From an optimization exercise on the open Yosys and OpenROAD flow, aimed at small area, a short achievable clock period and few clock cycles per item; shortcuts taken in it are not production practice.
Only simulation tests tie the RTL to the original design; equivalence was not proved.

==> inputs of trial 71 <==
// dbg_mem_top
module dbg_mem_top (
  input  logic      clk,
  input  logic      rst_n_i,
  input  logic      uart_rx_i,
  output logic      uart_tx_o,
  input  logic                   axil_aw_valid_i,
  output logic                   axil_aw_ready_o,
  input  logic [AXIL_ADDR_W-1:0] axil_aw_addr_i,
  input  logic                   axil_w_valid_i,
  output logic                   axil_w_ready_o,
  input  logic [DATA_W-1:0]      axil_w_data_i,
  input  logic [STRB_W-1:0]      axil_w_strb_i,
  output logic                   axil_b_valid_o,
  input  logic                   axil_b_ready_i,
  output logic [1:0]             axil_b_resp_o,
  input  logic                   axil_ar_valid_i,
  output logic                   axil_ar_ready_o,
  input  logic [AXIL_ADDR_W-1:0] axil_ar_addr_i,
  output logic                   axil_r_valid_o,
  input  logic                   axil_r_ready_i,
  output logic [DATA_W-1:0]      axil_r_data_o,
  output logic [1:0]             axil_r_resp_o
);
Settings: LEC_CHECK=0, CAP_MARGIN=20, CORE_MARGIN=2, CORE_UTILIZATION=70, CTS_CLUSTER_DIAMETER=100, CTS_CLUSTER_SIZE=24, SLEW_MARGIN=20; clock period 10.0 ns.
standard.sh (not shown) runs the stock make flow with config.mk's settings and CLKGATE_MAP_FILE= SYNTH_SCRIPT=/design/flow/synth_recipe.tcl, a recipe that flattens the netlist after the stock synthesis.
==> flow/flow/run.sh <==
#!/bin/bash
# The standard layout (the standard.sh: unchanged synthesis and ORFS steps) with two
# changes to how it optimises, none to the constraints:
#  - every input and output port still gets its own buffer, but a buf_4 instead of the
#    delay-cell buffer buffer_ports picks by default.
# Make's output goes to layout.log here; each ORFS step keeps its own log under orfs/logs.
set -euo pipefail
extra='SETUP_SLACK_MARGIN=7.0 "BUFFER_PORTS_ARGS=-buffer_cell sky130_fd_sc_hd__buf_4"'
sed "s|\"\\\${@:-finish}\"|$extra \"\${@:-finish}\"|" standard.sh > tuned.sh
grep -q 'SETUP_SLACK_MARGIN=7.0' tuned.sh
bash tuned.sh > layout.log 2>&1
==> inputs of trial 90, as changes to trial 71 <==
--- a/flow/design.v
+++ b/flow/design.v
@@ -279,141 +279,132 @@
   input  dbg_mem_pkg::axil_req_t  axil_req_i,
   output dbg_mem_pkg::axil_rsp_t  axil_rsp_o,
   input  logic                    dbg_req_i,
   input  logic                    dbg_we_i,
   input  logic [MEM_ADDR_W-1:0]   dbg_addr_i,
   input  logic [7:0]              dbg_wdata_i,
   output logic                    dbg_gnt_o,
   output logic                    dbg_rvalid_o,
-  output logic [DATA_W-1:0]       dbg_rdata_o,
-  output logic [7:0]              mem_wsel_hi_o,
-  output logic [7:0]              mem_wsel_lo_o,
+  output logic                    mem_we_o,
+  output logic [WORD_ADDR_W-1:0]  mem_waddr_o,
   output logic [DATA_W-1:0]       mem_wdata_o,
   output logic [STRB_W-1:0]       mem_wstrb_o,
   output logic [MEM_WORDS-1:0]    mem_rsel_o,
   input  logic [DATA_W-1:0]       mem_rdata_i
 );
   localparam int unsigned QD = 3;   
-  localparam int unsigned BQ = 2;   
   logic ar_rdy_q, aw_rdy_q;
-  logic ar_acc, aw_acc, dbg_hold, dbg_rd;
-  logic                   rd_v_q, rd_dbg_q, rd_dbg2_q, rd_err_q;
+  logic ar_acc, aw_acc, dbg_hold;
+  logic                   rd_v_q, rd_dbg_q, rd_err_q;
   logic [MEM_WORDS-1:0]   rd_sel_q;
-  logic [7:0]             wr_hi_q, wr_lo_q;
+  logic                   wr_we_q, wr_axi_q, wr_err_q;
+  logic [WORD_ADDR_W-1:0] wr_addr_q;
   logic [DATA_W-1:0]      wr_data_q;
   logic [STRB_W-1:0]      wr_strb_q;
-  logic [QD-1:0]          rv_q, re_q;
-  logic [BQ-1:0]          bv_q, be_q;
+  logic [QD-1:0]          rv_q, re_q, bv_q, be_q;
   logic [DATA_W-1:0]      rdat_q [QD];
   logic                   r_pop, b_pop;
   assign ar_acc    = axil_req_i.ar_valid && ar_rdy_q;
   assign aw_acc    = axil_req_i.aw_valid && axil_req_i.w_valid && aw_rdy_q;
   assign dbg_gnt_o = dbg_req_i && !ar_rdy_q && !aw_rdy_q;
   assign dbg_hold  = dbg_req_i && !dbg_gnt_o;
-  assign dbg_rd    = dbg_gnt_o && !dbg_we_i;
   assign r_pop     = rv_q[0] && axil_req_i.r_ready;
   assign b_pop     = bv_q[0] && axil_req_i.b_ready;
-  logic r_ge2, r_ge3, r_full_nxt, b_full_nxt;
+  logic r_ge2, r_ge3, b_ge2, b_ge3, r_full_nxt, b_full_nxt;
   assign r_ge2 = rv_q[1] || (rv_q[0] && rd_v_q);
   assign r_ge3 = rv_q[2] || (rv_q[1] && rd_v_q);
+  assign b_ge2 = bv_q[1] || (bv_q[0] && wr_axi_q);
+  assign b_ge3 = bv_q[2] || (bv_q[1] && wr_axi_q);
   assign r_full_nxt = (ar_acc && !r_pop) ? r_ge2 : (ar_acc == r_pop) && r_ge3;
-  assign b_full_nxt = (aw_acc && !b_pop) ? bv_q[0] : (aw_acc == b_pop) && bv_q[1];
+  assign b_full_nxt = (aw_acc && !b_pop) ? b_ge2 : (aw_acc == b_pop) && b_ge3;
   always_ff @(posedge clk) begin
     if (!rst_n_i) begin
       ar_rdy_q <= 1'b0;
       aw_rdy_q <= 1'b0;
       rd_v_q   <= 1'b0;
       rd_dbg_q <= 1'b0;
-      rd_dbg2_q <= 1'b0;
-      wr_hi_q  <= '0;
+      wr_we_q  <= 1'b0;
+      wr_axi_q <= 1'b0;
     end else begin
-      ar_rdy_q <= !r_full_nxt && !dbg_hold && !dbg_rd;
-      aw_rdy_q <= !b_full_nxt && !dbg_hold && !dbg_rd;
+      ar_rdy_q <= !r_full_nxt && !dbg_hold;
+      aw_rdy_q <= !b_full_nxt && !dbg_hold;
       rd_v_q   <= ar_acc;
-      rd_dbg_q <= dbg_rd;
-      rd_dbg2_q <= rd_dbg_q;
-      for (int h = 0; h < 8; h++)
-        wr_hi_q[h] <= ((aw_acc && !aw_err) || (dbg_gnt_o && dbg_we_i)) && wr_addr[5:3] == 3'(h);
+      rd_dbg_q <= dbg_gnt_o && !dbg_we_i;
+      wr_we_q  <= (aw_acc && !aw_err) || (dbg_gnt_o && dbg_we_i);
+      wr_axi_q <= aw_acc;
     end
   end
   logic                   ar_err, aw_err;
-  logic [WORD_ADDR_W-1:0] rd_addr, wr_addr;
+  logic [WORD_ADDR_W-1:0] rd_addr;
   assign ar_err  = (axil_req_i.ar_addr >= AXIL_ADDR_W'(MEM_WORDS * 4));
   assign aw_err  = (axil_req_i.aw_addr >= AXIL_ADDR_W'(MEM_WORDS * 4));
   assign rd_addr = dbg_gnt_o ? dbg_addr_i[MEM_ADDR_W-1:2] : axil_req_i.ar_addr[MEM_ADDR_W-1:2];
-  assign wr_addr = dbg_gnt_o ? dbg_addr_i[MEM_ADDR_W-1:2] : axil_req_i.aw_addr[MEM_ADDR_W-1:2];
   always_ff @(posedge clk) begin
     rd_err_q  <= ar_err;
     for (int w = 0; w < MEM_WORDS; w++)
       rd_sel_q[w] <= (rd_addr == WORD_ADDR_W'(w)) && (dbg_gnt_o || !ar_err);
-    for (int l = 0; l < 8; l++) wr_lo_q[l] <= (wr_addr[2:0] == 3'(l));
-    wr_data_q <= dbg_gnt_o ? {STRB_W{dbg_wdata_i}} :
-                 rd_dbg_q  ? mem_rdata_i : axil_req_i.w_data;
+    wr_err_q  <= aw_err;
+    wr_addr_q <= dbg_gnt_o ? dbg_addr_i[MEM_ADDR_W-1:2]
+                           : axil_req_i.aw_addr[MEM_ADDR_W-1:2];
+    wr_data_q <= dbg_gnt_o ? {STRB_W{dbg_wdata_i}} : axil_req_i.w_data;
     wr_strb_q <= dbg_gnt_o ? (STRB_W'(1) << dbg_addr_i[1:0]) : axil_req_i.w_strb;
   end
-  assign mem_wsel_hi_o = wr_hi_q;
-  assign mem_wsel_lo_o = wr_lo_q;
+  assign mem_we_o     = wr_we_q;
+  assign mem_waddr_o  = wr_addr_q;
   assign mem_wdata_o  = wr_data_q;
   assign mem_wstrb_o  = wr_strb_q;
   assign mem_rsel_o   = rd_sel_q;
-  assign dbg_rvalid_o = rd_dbg2_q;
-  assign dbg_rdata_o  = wr_data_q;
-  logic [QD-1:0]     rv_sh, re_sh;
+  assign dbg_rvalid_o = rd_dbg_q;
+  logic [QD-1:0]     rv_sh, re_sh, bv_sh, be_sh;
   logic [DATA_W-1:0] rdat_sh [QD];
-  logic [BQ-1:0]     bv_sh, be_sh;
+  logic [DATA_W-1:0] r_new;
+  assign r_new = mem_rdata_i;
   always_comb begin
     for (int i = 0; i < QD; i++) begin
       if (i < QD - 1) begin
         rv_sh[i]   = r_pop ? rv_q[i+1]   : rv_q[i];
         re_sh[i]   = r_pop ? re_q[i+1]   : re_q[i];
         rdat_sh[i] = r_pop ? rdat_q[i+1] : rdat_q[i];
+        bv_sh[i]   = b_pop ? bv_q[i+1]   : bv_q[i];
+        be_sh[i]   = b_pop ? be_q[i+1]   : be_q[i];
       end else begin
         rv_sh[i]   = r_pop ? 1'b0 : rv_q[i];
         re_sh[i]   = re_q[i];
         rdat_sh[i] = rdat_q[i];
-      end
-    end
-    for (int i = 0; i < BQ; i++) begin
-      if (i < BQ - 1) begin
-        bv_sh[i] = b_pop ? bv_q[i+1] : bv_q[i];
-        be_sh[i] = b_pop ? be_q[i+1] : be_q[i];
-      end else begin
-        bv_sh[i] = b_pop ? 1'b0 : bv_q[i];
-        be_sh[i] = be_q[i];
+        bv_sh[i]   = b_pop ? 1'b0 : bv_q[i];
+        be_sh[i]   = be_q[i];
       end
     end
   end
   logic r_push, b_push;
   assign r_push = rd_v_q;
-  assign b_push = aw_acc;
+  assign b_push = wr_axi_q;
   always_ff @(posedge clk) begin
     for (int i = 0; i < QD; i++) begin
       if (r_push && !rv_sh[i] && (i == 0 || rv_sh[i > 0 ? i-1 : 0])) begin
-        rdat_q[i] <= mem_rdata_i;
+        rdat_q[i] <= r_new;
         re_q[i]   <= rd_err_q;
       end else begin
         rdat_q[i] <= rdat_sh[i];
         re_q[i]   <= re_sh[i];
       end
-    end
-    for (int i = 0; i < BQ; i++) begin
-      if (b_push && !bv_sh[i] && (i == 0 || bv_sh[i > 0 ? i-1 : 0])) be_q[i] <= aw_err;
+      if (b_push && !bv_sh[i] && (i == 0 || bv_sh[i > 0 ? i-1 : 0])) be_q[i] <= wr_err_q;
       else be_q[i] <= be_sh[i];
     end
   end
   always_ff @(posedge clk) begin
     if (!rst_n_i) begin
       rv_q <= '0;
       bv_q <= '0;
     end else begin
-      for (int i = 0; i < QD; i++)
+      for (int i = 0; i < QD; i++) begin
         rv_q[i] <= rv_sh[i] || (r_push && (i == 0 || rv_sh[i > 0 ? i-1 : 0]));
-      for (int i = 0; i < BQ; i++)
         bv_q[i] <= bv_sh[i] || (b_push && (i == 0 || bv_sh[i > 0 ? i-1 : 0]));
+      end
     end
   end
   always_comb begin
     axil_rsp_o.aw_ready = aw_rdy_q;
     axil_rsp_o.w_ready  = aw_rdy_q;
     axil_rsp_o.ar_ready = ar_rdy_q;
     axil_rsp_o.b_valid  = bv_q[0];
     axil_rsp_o.b_resp   = be_q[0] ? RESP_SLVERR : RESP_OKAY;
@@ -421,28 +412,28 @@
     axil_rsp_o.r_data   = rdat_q[0];
     axil_rsp_o.r_resp   = re_q[0] ? RESP_SLVERR : RESP_OKAY;
   end
 endmodule
 `timescale 1ns/1ps
 import dbg_mem_pkg::*;
 module scratch_mem (
   input  logic                   clk,
-  input  logic [7:0]             wsel_hi_i,   
-  input  logic [7:0]             wsel_lo_i,   
+  input  logic                   we_i,
+  input  logic [WORD_ADDR_W-1:0] waddr_i,
   input  logic [DATA_W-1:0]      wdata_i,
   input  logic [STRB_W-1:0]      wstrb_i,
   input  logic [MEM_WORDS-1:0]   rsel_i,    
   output logic [DATA_W-1:0]      rdata_o
 );
   logic [DATA_W-1:0] mem_q [MEM_WORDS];
   always_ff @(posedge clk) begin
     for (int w = 0; w < MEM_WORDS; w++) begin
       for (int b = 0; b < STRB_W; b++) begin
-        if (wsel_hi_i[w / 8] && wsel_lo_i[w % 8] && wstrb_i[b])
+        if (we_i && waddr_i == WORD_ADDR_W'(w) && wstrb_i[b])
           mem_q[w][8*b +: 8] <= wdata_i[8*b +: 8];
       end
     end
   end
   always_comb begin
     rdata_o = '0;
     for (int w = 0; w < MEM_WORDS; w++) rdata_o = rdata_o | (mem_q[w] & {DATA_W{rsel_i[w]}});
   end
@@ -491,19 +482,20 @@
   assign axil_r_valid_o  = axil_rsp_o.r_valid;
   assign axil_r_data_o   = axil_rsp_o.r_data;
   assign axil_r_resp_o   = axil_rsp_o.r_resp;
   logic                   rx_valid, tx_send, tx_busy;
   logic [7:0]             rx_byte, tx_byte;
   logic                   dbg_valid, dbg_we, dbg_gnt, dbg_rvalid;
   logic [MEM_ADDR_W-1:0]  dbg_addr;
   logic [7:0]             dbg_wdata;
-  logic [7:0]             mem_wsel_hi, mem_wsel_lo;
+  logic                   mem_we;
+  logic [WORD_ADDR_W-1:0] mem_waddr;
   logic [MEM_WORDS-1:0]   mem_rsel;
-  logic [DATA_W-1:0]      mem_wdata, mem_rdata, dbg_rdata;
+  logic [DATA_W-1:0]      mem_wdata, mem_rdata;
   logic [STRB_W-1:0]      mem_wstrb;
   uart_byte_rx i_uart_rx (
     .clk          ( clk       ),
     .rst_n_i      ( rst_n_i   ),
     .rx_i         ( uart_rx_i ),
     .byte_valid_o ( rx_valid  ),
     .byte_o       ( rx_byte   )
   );
@@ -524,39 +516,38 @@
     .tx_byte_o       ( tx_byte    ),
     .tx_busy_i       ( tx_busy    ),
     .mem_req_valid_o ( dbg_valid  ),
     .mem_we_o        ( dbg_we     ),
     .mem_addr_o      ( dbg_addr   ),
     .mem_wdata_o     ( dbg_wdata  ),
     .mem_gnt_i       ( dbg_gnt    ),
     .mem_rvalid_i    ( dbg_rvalid ),
-    .mem_rdata_i     ( dbg_rdata  )
+    .mem_rdata_i     ( mem_rdata  )
   );
   axil_mem_port i_axil_port (
     .clk          ( clk        ),
     .rst_n_i      ( rst_n_i    ),
     .axil_req_i   ( axil_req_i ),
     .axil_rsp_o   ( axil_rsp_o ),
     .dbg_req_i    ( dbg_valid  ),
     .dbg_we_i     ( dbg_we     ),
     .dbg_addr_i   ( dbg_addr   ),
     .dbg_wdata_i  ( dbg_wdata  ),
     .dbg_gnt_o    ( dbg_gnt    ),
     .dbg_rvalid_o ( dbg_rvalid ),
-    .dbg_rdata_o  ( dbg_rdata  ),
-    .mem_wsel_hi_o ( mem_wsel_hi ),
-    .mem_wsel_lo_o ( mem_wsel_lo ),
+    .mem_we_o     ( mem_we     ),
+    .mem_waddr_o  ( mem_waddr  ),
     .mem_wdata_o  ( mem_wdata  ),
     .mem_wstrb_o  ( mem_wstrb  ),
     .mem_rsel_o   ( mem_rsel   ),
     .mem_rdata_i  ( mem_rdata  )
   );
   scratch_mem i_mem (
     .clk     ( clk       ),
-    .wsel_hi_i ( mem_wsel_hi ),
-    .wsel_lo_i ( mem_wsel_lo ),
+    .we_i    ( mem_we    ),
+    .waddr_i ( mem_waddr ),
     .wdata_i ( mem_wdata ),
     .wstrb_i ( mem_wstrb ),
     .rsel_i  ( mem_rsel  ),
     .rdata_o ( mem_rdata )
   );
 endmodule
==> flow/flow/run.sh (replaced) <==
#!/bin/bash
# The standard layout (the standard.sh: unchanged synthesis and ORFS steps) with two
# changes to how it optimises, none to the constraints:
#  - every input and output port still gets its own buffer, but a buf_4 instead of the
#    delay-cell buffer buffer_ports picks by default.
# Make's output goes to layout.log here; each ORFS step keeps its own log under orfs/logs.
set -euo pipefail
extra='SETUP_SLACK_MARGIN=6.8 "BUFFER_PORTS_ARGS=-buffer_cell sky130_fd_sc_hd__buf_4"'
sed "s|\"\\\${@:-finish}\"|$extra \"\${@:-finish}\"|" standard.sh > tuned.sh
grep -q 'SETUP_SLACK_MARGIN=6.8' tuned.sh
bash tuned.sh > layout.log 2>&1
Settings changed: CORE_UTILIZATION 70 to 50.
==> impl_results.md <==
* Seq Cell Count at 2348
* Status: complete, no violations
* Height of the die at 421 µm
* Synth cell types at 72
* Crit path max-delay family: simple AND/OR/NAND/NOR gates
* GR Layer Usage met1 at 50.2%
* First-pass GRT wire length at 439000 µm
* Sw Ratio at 20.4%
* Pin count of the biggest net entering global routing at 65
* Max Freq at 290 MHz
(the above is from trial 90)
==> impl_results.md <==
* Status: complete, no violations
* GR Layer Usage met1 at 65.5%
* Max Freq at 299 MHz
* Seq Cell Count at 2354
* First-pass GRT wire length at 415000 µm
(the above is from trial 71)
Testbench counts of trial 71, summed over its fixed seeds: cycles 6,410, items 6,400.
Testbench counts of trial 90, summed over its fixed seeds: cycles 6,416, items 6,400.

-- re-timing with driven ports --
Ports are ideal in the flow. The routed layouts listed here were re-timed in OpenROAD. Step 1 sets driving cells, clkbuf_16 on the clock port and buf_2 on the other inputs (assumed; they add their load-dependent delay and slew). Step 2 adds t to the input delays and takes it off the output delays; t is the mean of the earliest and latest rising clock arrival at the registers after step 1. Input paths then give back, and output paths get back, about the clock's delay inside the block. a / b / c = ideal ports / drivers / drivers and shift; a / b = the first two.
run | t, ns | slack for setup (ns) | cell pins on the clock port's net
trial 71 | 0.847 | 6.657 / 6.579 / 6.314 | 1
trial 90 | 0.858 | 6.546 / 6.546 / 6.209 | 1
After both steps setup and hold are still met in every run listed. For trial 71, which loses most, drivers alone change the setup slack by -0.078 ns; drivers and shift together by -0.343 ns.
